This is an optimization exercise on Yosys and OpenROAD, whose aim is small area, a short achievable clock period and few clock cycles per item, not a production implementation.
At most, simulation tests tie the RTL to the original design; equivalence was not proved.
The clock port is modelled as an ideal driver; clocking choices that lean on that would not hold on a real chip.
No activity file was given, so power comes from the tool's default toggle rates.

// app_shell_top
module app_shell_top (
	input  logic                                global_clk,
	input  logic                                global_rst_n,
	input  logic                                awvalid,
	input  logic [softreg_pkg::SR_ADDR_W-1:0]   awaddr,
	output logic                                awready,
	input  logic                                wvalid,
	input  logic [softreg_pkg::SR_DATA_W-1:0]   wdata,
	input  logic [softreg_pkg::SR_DATA_W/8-1:0] wstrb,
	output logic                                wready,
	output logic                                bvalid,
	output logic [1:0]                          bresp,
	input  logic                                bready,
	input  logic                                arvalid,
	input  logic [softreg_pkg::SR_ADDR_W-1:0]   araddr,
	output logic                                arready,
	output logic                                rvalid,
	output logic [softreg_pkg::SR_DATA_W-1:0]   rdata,
	output logic [1:0]                          rresp,
	input  logic                                rready
);
For scale: about 150 I/O pins.
export LEC_CHECK = 0
export CAP_MARGIN = 20
export CORE_MARGIN = 2
export CORE_UTILIZATION = 40
export CTS_BUF_LIST = sky130_fd_sc_hd__clkbuf_16
export CTS_CLUSTER_DIAMETER = 60
export CTS_CLUSTER_SIZE = 24
export SETUP_SLACK_MARGIN = 2.0
export SLEW_MARGIN = 20
export SYNTH_HIERARCHICAL = 1
create_clock -name core_clock -period 4.0 [get_ports {global_clk}]
standard.sh (not shown) runs the stock make flow with config.mk's settings and CLKGATE_MAP_FILE= SYNTH_SCRIPT=/design/flow/synth_recipe.tcl, a recipe that flattens the netlist after the stock synthesis.
==> flow/flow/run.sh <==
#!/bin/bash
# Standard ORFS layout, with these knobs changed: port buffers are buf_4
# rather than the platform's pick; timing repair may resize a cell to any
# footprint; clock tree synthesis adds no dummy loads; before floorplan,
# flow/pre_floorplan.tcl sets the read-merge a22oi cells to their smallest
# size, the write-enable and write-decode gates to size 4 and the
# write-data gates to size 2; after clock tree synthesis, flow/post_cts.tcl runs more setup
# repair in steps. The full
# make output goes to standard_flow.log here; each ORFS step also keeps its
# own log under orfs/logs/.
set -euo pipefail
bash standard.sh MATCH_CELL_FOOTPRINT=0 \
	"BUFFER_PORTS_ARGS=-buffer_cell sky130_fd_sc_hd__buf_4" \
	"CTS_ARGS=-sink_clustering_enable -repair_clock_nets -sink_clustering_size 24 -sink_clustering_max_diameter 60 -buf_list {sky130_fd_sc_hd__clkbuf_8 sky130_fd_sc_hd__clkbuf_16} -dont_use_dummy_load" \
	"PRE_FLOORPLAN_TCL=$PWD/flow/pre_floorplan.tcl" \
	"POST_CTS_TCL=$PWD/flow/post_cts.tcl" \
	finish > standard_flow.log 2>&1
==> flow/flow/pre_floorplan.tcl <==
# Synthesis maps each two-term AND-OR-invert of the read-data merge onto
# a22oi_2; start them all at a22oi_1 and let timing repair size up only
# the ones that need it.
set small [[ord::get_db] findMaster sky130_fd_sc_hd__a22oi_1]
set n 0
foreach inst [[ord::get_db_block] getInsts] {
  if { [[$inst getMaster] getName] eq "sky130_fd_sc_hd__a22oi_2" } {
    $inst swapMaster $small
    incr n
  }
}
puts "pre_floorplan: $n a22oi_2 cells set to a22oi_1"

# The write enables are a31o cells, two per register, each driving half a
# word of enable pins. Set them, and the decode gates that drive their A1
# and A2 inputs (eight enables each), to drive strength 4.
set db [ord::get_db]
set up 0
foreach inst [[ord::get_db_block] getInsts] {
  if { ![string match "sky130_fd_sc_hd__a31o_*" [[$inst getMaster] getName]] } { continue }
  set drivers [list $inst]
  foreach pin {A1 A2} {
    set net [[$inst findITerm $pin] getNet]
    if { $net eq "NULL" } { continue }
    foreach it [$net getITerms] {
      if { [$it isOutputSignal] } { lappend drivers [$it getInst] }
    }
  }
  foreach drv $drivers {
    set name [[$drv getMaster] getName]
    if { [regexp {^(sky130_fd_sc_hd__[a-z0-9]+)_[0-9]+$} $name -> base] } {
      set big [$db findMaster ${base}_4]
      if { $big ne "NULL" && $name ne "${base}_4" } {
        $drv swapMaster $big
        incr up
      }
    }
  }
}
puts "pre_floorplan: $up write-enable and write-decode cells set to size 4"

# Each bit of the shared write data (masked by the reset) drives that bit
# of all sixteen registers: start its gate at drive strength 2.
set up 0
foreach inst [[ord::get_db_block] getInsts] {
  if { ![string match "sky130_fd_sc_hd__edfxtp_*" [[$inst getMaster] getName]] } { continue }
  if { ![string match "regs_q*" [$inst getName]] } { continue }
  set net [[$inst findITerm D] getNet]
  if { $net eq "NULL" } { continue }
  foreach it [$net getITerms] {
    if { ![$it isOutputSignal] } { continue }
    set drv [$it getInst]
    set name [[$drv getMaster] getName]
    if { [regexp {^(sky130_fd_sc_hd__[a-z0-9]+)_1$} $name -> base] } {
      set big [$db findMaster ${base}_2]
      if { $big ne "NULL" } {
        $drv swapMaster $big
        incr up
      }
    }
  }
}
puts "pre_floorplan: $up write-data gates set to size 2"
Other scripts of this flow, unchanged in this note and not shown: flow/flow/post_cts.tcl
The baseline ran to the end with no violations.
Testbench counts at the start, summed over its fixed seeds: cycles 4,808, txns 4,800.
Change:
==> flow/flow/run.sh (replaced) <==
#!/bin/bash
# Standard ORFS layout, with these knobs changed: port buffers are buf_2
# rather than the platform's pick; timing repair may resize a cell to any
# footprint; clock tree synthesis adds no dummy loads; before floorplan,
# flow/pre_floorplan.tcl sets the read-merge a22oi cells to their smallest
# size and the write-enable and write-decode gates to size 4; after clock tree synthesis, flow/post_cts.tcl runs more setup
# repair in steps. The full
# make output goes to standard_flow.log here; each ORFS step also keeps its
# own log under orfs/logs/.
set -euo pipefail
bash standard.sh MATCH_CELL_FOOTPRINT=0 \
	"BUFFER_PORTS_ARGS=-buffer_cell sky130_fd_sc_hd__buf_2" \
	"CTS_ARGS=-sink_clustering_enable -repair_clock_nets -sink_clustering_size 24 -sink_clustering_max_diameter 60 -buf_list {sky130_fd_sc_hd__clkbuf_8 sky130_fd_sc_hd__clkbuf_16} -dont_use_dummy_load" \
	"PRE_FLOORPLAN_TCL=$PWD/flow/pre_floorplan.tcl" \
	"POST_CTS_TCL=$PWD/flow/post_cts.tcl" \
	finish > standard_flow.log 2>&1
--- a/flow/flow/pre_floorplan.tcl
+++ b/flow/flow/pre_floorplan.tcl
@@ -39,25 +39,2 @@
 }
 puts "pre_floorplan: $up write-enable and write-decode cells set to size 4"
-
-# Each bit of the shared write data (masked by the reset) drives that bit
-# of all sixteen registers: start its gate at drive strength 2.
-set up 0
-foreach inst [[ord::get_db_block] getInsts] {
-  if { ![string match "sky130_fd_sc_hd__edfxtp_*" [[$inst getMaster] getName]] } { continue }
-  if { ![string match "regs_q*" [$inst getName]] } { continue }
-  set net [[$inst findITerm D] getNet]
-  if { $net eq "NULL" } { continue }
-  foreach it [$net getITerms] {
-    if { ![$it isOutputSignal] } { continue }
-    set drv [$it getInst]
-    set name [[$drv getMaster] getName]
-    if { [regexp {^(sky130_fd_sc_hd__[a-z0-9]+)_1$} $name -> base] } {
-      set big [$db findMaster ${base}_2]
-      if { $big ne "NULL" } {
-        $drv swapMaster $big
-        incr up
-      }
-    }
-  }
-}
-puts "pre_floorplan: $up write-data gates set to size 2"
The changed run finished with timing, DRC and antenna clean.
Clock-buffer cell count is unchanged.
Core utilization came out lower by 0.49 points.
Worst setup slack stays flat.
Cell area came out lower slightly.
Total power came out lower slightly.
Hold slack got worse by 0.0095 ns.
Global-route usage came out lower by 0.11 points.
Flip-flop and latch count is unchanged.
First-iteration DRC count came out lower by a few percent.
Clock power barely changes.
Clock skew came out higher by 0.019 ns.
Change:
--- a/flow/flow/run.sh
+++ b/flow/flow/run.sh
@@ -1,4 +1,4 @@
 #!/bin/bash
-# Standard ORFS layout, with these knobs changed: port buffers are buf_2
+# Standard ORFS layout, with these knobs changed: port buffers are buf_4
 # rather than the platform's pick; timing repair may resize a cell to any
 # footprint; clock tree synthesis adds no dummy loads; before floorplan,
@@ -10,5 +10,5 @@
 set -euo pipefail
 bash standard.sh MATCH_CELL_FOOTPRINT=0 \
-	"BUFFER_PORTS_ARGS=-buffer_cell sky130_fd_sc_hd__buf_2" \
+	"BUFFER_PORTS_ARGS=-buffer_cell sky130_fd_sc_hd__buf_4" \
 	"CTS_ARGS=-sink_clustering_enable -repair_clock_nets -sink_clustering_size 24 -sink_clustering_max_diameter 60 -buf_list {sky130_fd_sc_hd__clkbuf_8 sky130_fd_sc_hd__clkbuf_16} -dont_use_dummy_load" \
 	"PRE_FLOORPLAN_TCL=$PWD/flow/pre_floorplan.tcl" \
The new run went through all stages and came out clean. Cell area is higher by 0.70%. Routed wire length is higher by 1.1%. Setup slack is better by 0.017 ns. Total power is about the same. Utilization is higher by 0.32 points. Cell count does not change. Non-clock buffer count is higher by 1. Die area is unchanged. Fmax is higher by 0.91%. Via count is lower by about 0.6%. Clock-buffer cell count is lower by 1.

========
Another version of the RTL of app_shell_top (not shown whole).
Size: ~960 cells after synthesis, ~550 flip-flops, roughly 150 I/O pins, roughly 20000 um^2 of cells after synthesis.
Settings: LEC_CHECK=0, CAP_MARGIN=20, CORE_MARGIN=2, CORE_UTILIZATION=40, CTS_BUF_LIST=sky130_fd_sc_hd__clkbuf_16, CTS_CLUSTER_DIAMETER=60, CTS_CLUSTER_SIZE=24, SETUP_SLACK_MARGIN=1.7, SLEW_MARGIN=20, SYNTH_HIERARCHICAL=1; clock period 4.0 ns.
run.sh (not shown) runs the stock make flow with config.mk's settings and CLKGATE_MAP_FILE= SYNTH_SCRIPT=/design/flow/synth_recipe.tcl, a recipe that flattens the netlist after the stock synthesis.
Stock flow here: none of the scripts above is used.
The first run went through all stages and came out clean.
Testbench counts at the start, summed over its fixed seeds: cycles 4,808, txns 4,800.
Rerun with:
- SETUP_SLACK_MARGIN: 1.7 -> 2.0
The new run passed the timing, DRC and antenna checks.
Clock power hardly moves.
Critical path depth came out higher by 4.
Sequential cell count does not change.
Synthesized area does not change.
Worst setup slack improved by 0.0035 ns.
Rerun with:
==> flow/flow/run.sh (new file) <==
#!/bin/bash
# Standard ORFS layout, with these knobs changed: port buffers are buf_4
# rather than the platform's pick; timing repair may resize a cell to any
# footprint; clock tree synthesis may use clkbuf_8 as well as clkbuf_16 and
# adds no dummy loads. The full make output goes to standard_flow.log here;
# each ORFS step also keeps its own log under orfs/logs/.
set -euo pipefail
bash standard.sh MATCH_CELL_FOOTPRINT=0 \
	"BUFFER_PORTS_ARGS=-buffer_cell sky130_fd_sc_hd__buf_4" \
	"CTS_ARGS=-sink_clustering_enable -repair_clock_nets -sink_clustering_size 24 -sink_clustering_max_diameter 60 -buf_list {sky130_fd_sc_hd__clkbuf_8 sky130_fd_sc_hd__clkbuf_16} -dont_use_dummy_load" \
	finish > standard_flow.log 2>&1
==> flow/standard.sh (new file) <==
#!/bin/bash
# synth_recipe.tcl (not shown) runs the flow's synth.tcl, then flattens the netlist and writes it again
# the make line also repeats each setting of config.mk as NAME=value (left out here)
make -C /OpenROAD-flow-scripts/flow DESIGN_CONFIG=/design/flow/config.mk WORK_HOME=/design/flow/orfs CLKGATE_MAP_FILE= SYNTH_SCRIPT=/design/flow/synth_recipe.tcl "${@:-finish}"
- SETUP_SLACK_MARGIN: 2.0 -> 1.9
removed: flow/run.sh
=> Global-route usage goes down by 1.4 points. Die area stays the same. Fmax rises by a few percent. Final area fell by a little under a tenth. Clock skew is higher by 0.027 ns. Area after synthesis is unchanged. Register-to-register slack improves by 0.15 ns. Power falls by a few percent. Setup slack improved by 0.15 ns. Final cell count is lower by a few percent. Via count goes down by a little under a tenth.

========
== exp/delta ==
app_shell_top again, from the RTL that the note above started with.
clock: 4.0 ns
lec_check: 0
cap_margin: 20
core_margin: 2
core_utilization: 40
cts_buf_list: sky130_fd_sc_hd__clkbuf_16
cts_cluster_diameter: 60
cts_cluster_size: 24
setup_slack_margin: 2.0
slew_margin: 20
synth_hierarchical: 1
standard.sh (not shown) runs the stock make flow with config.mk's settings and CLKGATE_MAP_FILE= SYNTH_SCRIPT=/design/flow/synth_recipe.tcl, a recipe that flattens the netlist after the stock synthesis.
==> flow/flow/run.sh <==
#!/bin/bash
# Standard ORFS layout, with these knobs changed: port buffers are buf_4
# rather than the platform's pick; timing repair may resize a cell to any
# footprint; clock tree synthesis may use clkbuf_8 as well as clkbuf_16 and
# adds no dummy loads. The full make output goes to standard_flow.log here;
# each ORFS step also keeps its own log under orfs/logs/.
set -euo pipefail
bash standard.sh MATCH_CELL_FOOTPRINT=0 \
	"BUFFER_PORTS_ARGS=-buffer_cell sky130_fd_sc_hd__buf_4" \
	"CTS_ARGS=-sink_clustering_enable -repair_clock_nets -sink_clustering_size 24 -sink_clustering_max_diameter 60 -buf_list {sky130_fd_sc_hd__clkbuf_8 sky130_fd_sc_hd__clkbuf_16} -dont_use_dummy_load" \
	finish > standard_flow.log 2>&1
Testbench counts of exp/delta, summed over its fixed seeds: cycles 4,808, txns 4,800.
> inputs changed (exp/delta -> exp/quartz)
==> flow/flow/run.sh <==
#!/bin/bash
# Standard ORFS layout, with two knobs changed: port buffers are buf_4
# rather than the platform's pick, and timing repair may resize a cell to
# any footprint. The full make output goes to standard_flow.log here; each
# ORFS step also keeps its own log under orfs/logs/.
set -euo pipefail
bash standard.sh MATCH_CELL_FOOTPRINT=0 \
	"BUFFER_PORTS_ARGS=-buffer_cell sky130_fd_sc_hd__buf_4" \
	finish > standard_flow.log 2>&1
-- flow/config.mk --
<<< exp/delta, line 12
export CTS_CLUSTER_DIAMETER = 60
export CTS_CLUSTER_SIZE = 24
export SETUP_SLACK_MARGIN = 2.0
export SLEW_MARGIN = 20
export SYNTH_HIERARCHICAL = 1
>>> exp/quartz, line 12
export CTS_CLUSTER_DIAMETER = 60
export CTS_CLUSTER_SIZE = 24
export SETUP_SLACK_MARGIN = 1.9
export SLEW_MARGIN = 20
export SYNTH_HIERARCHICAL = 1
[summary]
Re count of buffers added by post-CTS timing repair for setup: exp/quartz and exp/delta aren't equal, and the lower value belongs to exp/quartz.
exp/quartz gives less sequential share of layout area than exp/delta did.
Power, exp/quartz vs exp/delta: up by a few percent
exp/delta reports its type of the worst setup path as in -> reg while exp/quartz reports reg -> reg.
From exp/delta to exp/quartz the numbers moved as follows: worst hold slack across all endpoints fell by 0.053 ns, switching part of the total increased 0.76 points, combinational power has decreased, cell depth of the worst setup path saw an increase.
Looking at critical-path cell with the highest stage delay, the sky130_fd_sc_hd__edfxtp_1 result is from exp/quartz; the sky130_fd_sc_hd__nor2b_2 one comes from exp/delta.
--- input diff exp/quartz..exp/xenon ---
==> flow/run.sh (new file) <==
#!/bin/bash
# synth_recipe.tcl (not shown) runs the flow's synth.tcl, then flattens the netlist and writes it again
# the make line also repeats each setting of config.mk as NAME=value (left out here)
make -C /OpenROAD-flow-scripts/flow DESIGN_CONFIG=/design/flow/config.mk WORK_HOME=/design/flow/orfs CLKGATE_MAP_FILE= SYNTH_SCRIPT=/design/flow/synth_recipe.tcl finish
removed: flow/flow/run.sh
removed: flow/standard.sh
Results
exp/xenon closes out successfully: all stages finished, all timing, DRC and antenna checks passed. Summary — count of clock buffers in the final design, exp/xenon relative to exp/quartz: lower, by 3. Lower part of the power in the clock network among exp/quartz and exp/xenon: exp/xenon. Row leakage power: exp/xenon higher / exp/quartz lower. Summary of exp/xenon over exp/quartz: clock network contribution to total cell area went down; final cell area excluding filler cells went up; switching power went down; time the final worst path needs with I/O delays and setup went down; hold slack went up.

========
JK:
Another version of the RTL of app_shell_top (not shown whole).
For scale: about 1200 cells after synthesis, roughly 150 I/O pins.
clock: 4.0 ns
lec_check: 0
cap_margin: 20
core_margin: 2
core_utilization: 40
cts_buf_list: sky130_fd_sc_hd__clkbuf_16
cts_cluster_diameter: 60
cts_cluster_size: 24
setup_slack_margin: 2.0
slew_margin: 20
synth_hierarchical: 1
==> flow/flow/run.sh <==
#!/bin/bash
# Standard ORFS layout, with these knobs changed: port buffers are buf_2
# rather than the platform's pick; timing repair may resize a cell to any
# footprint; clock tree synthesis adds no dummy loads; before floorplan,
# flow/pre_floorplan.tcl sets the read-merge a22oi cells to their smallest
# size, the write-enable and write-decode gates to size 4 and the
# write-data gates to size 2; after clock tree synthesis, flow/post_cts.tcl runs more setup
# repair in steps. The full
# make output goes to standard_flow.log here; each ORFS step also keeps its
# own log under orfs/logs/.
set -euo pipefail
bash standard.sh MATCH_CELL_FOOTPRINT=0 \
	"BUFFER_PORTS_ARGS=-buffer_cell sky130_fd_sc_hd__buf_2" \
	"CTS_ARGS=-sink_clustering_enable -repair_clock_nets -sink_clustering_size 24 -sink_clustering_max_diameter 60 -buf_list {sky130_fd_sc_hd__clkbuf_8 sky130_fd_sc_hd__clkbuf_16} -dont_use_dummy_load" \
	"PRE_FLOORPLAN_TCL=$PWD/flow/pre_floorplan.tcl" \
	"POST_CTS_TCL=$PWD/flow/post_cts.tcl" \
	finish > standard_flow.log 2>&1
Other scripts of this flow, unchanged in this note and not shown: flow/flow/post_cts.tcl, flow/flow/pre_floorplan.tcl
Modified inputs, MS compared to JK
==> flow/flow/run.sh <==
#!/bin/bash
# Standard ORFS layout, with these knobs changed: port buffers are buf_4
# rather than the platform's pick; timing repair may resize a cell to any
# footprint; clock tree synthesis adds no dummy loads; before floorplan,
# flow/pre_floorplan.tcl sets the read-merge a22oi cells to their smallest
# size, the write-enable and write-decode gates to size 4 and the
# write-data gates to size 2; after clock tree synthesis, flow/post_cts.tcl runs more setup
# repair in steps. The full
# make output goes to standard_flow.log here; each ORFS step also keeps its
# own log under orfs/logs/.
set -euo pipefail
bash standard.sh MATCH_CELL_FOOTPRINT=0 \
	"BUFFER_PORTS_ARGS=-buffer_cell sky130_fd_sc_hd__buf_4" \
	"CTS_ARGS=-sink_clustering_enable -repair_clock_nets -sink_clustering_size 24 -sink_clustering_max_diameter 60 -buf_list {sky130_fd_sc_hd__clkbuf_8 sky130_fd_sc_hd__clkbuf_16} -dont_use_dummy_load" \
	"PRE_FLOORPLAN_TCL=$PWD/flow/pre_floorplan.tcl" \
	"POST_CTS_TCL=$PWD/flow/post_cts.tcl" \
	finish > standard_flow.log 2>&1
==> run summary <==
Any difference in final cell count between MS and JK is small enough to ignore.
Looking at setup slack, MS sits 18 ps lower than JK does.
Share of final layout cell area taken by clock buffers and inverters: MS vs JK — no meaningful difference
Compared to JK, MS has initial antenna violation count 1 higher.
Summary: with JK as the reference, power attributed to the clock group in MS moved up slightly.
NOTE: first-iteration DRC count in MS exceeds that of JK
No run of this note included a check of the RTL's function; only the layout flow was run.

==> separate check: timing with driven ports <==
In the flow no input, the clock included, has a driving cell. The finished layouts below were timed again as built, in two steps. Step 1 assumes that a clkbuf_16 drives the clock port and a buf_2 every other input. Step 2 times the ports against the registers' clock, not the clock port: input delays grow and output delays shrink by t, the midpoint of the rising clock arrivals with the driver on. Slacks: no drivers / after step 1 / after step 2; pairs: no drivers / after step 1.
| run | t (ns) | slack for setup (ns) | slew at the worst register clock pin (ns) |
|---|---|---|---|
| the first run of note 1 | 0.580 | 2.096 / 2.051 / 1.615 | 0.09 / 0.09 |
| the second run of note 1 | 0.599 | 2.094 / 2.055 / 1.521 | 0.09 / 0.09 |
| the third run of note 1 | 0.599 | 2.112 / 2.067 / 1.588 | 0.09 / 0.09 |
| the first run of note 2 | 0.659 | 1.657 / 1.686 / 1.029 | 0.09 / 0.09 |
| the second run of note 2 | 0.662 | 1.661 / 1.661 / 1.112 | 0.10 / 0.10 |
| the third run of note 2 | 0.599 | 1.810 / 1.810 / 1.329 | 0.09 / 0.09 |
| exp/delta | 0.580 | 1.820 / 1.828 / 1.248 | 0.10 / 0.10 |
| exp/quartz | 0.613 | 1.837 / 1.837 / 1.315 | 0.09 / 0.09 |
| exp/xenon | 0.609 | 1.861 / 1.806 / 1.298 | 0.09 / 0.09 |
| JK | 0.604 | 2.050 / 1.995 / 1.533 | 0.09 / 0.09 |
| MS | 0.607 | 2.032 / 2.025 / 1.515 | 0.09 / 0.09 |
After both steps every run listed still meets setup and hold. For the first run of note 2, which loses most, drivers alone change the setup slack by +0.029 ns; drivers and shift together by -0.628 ns.
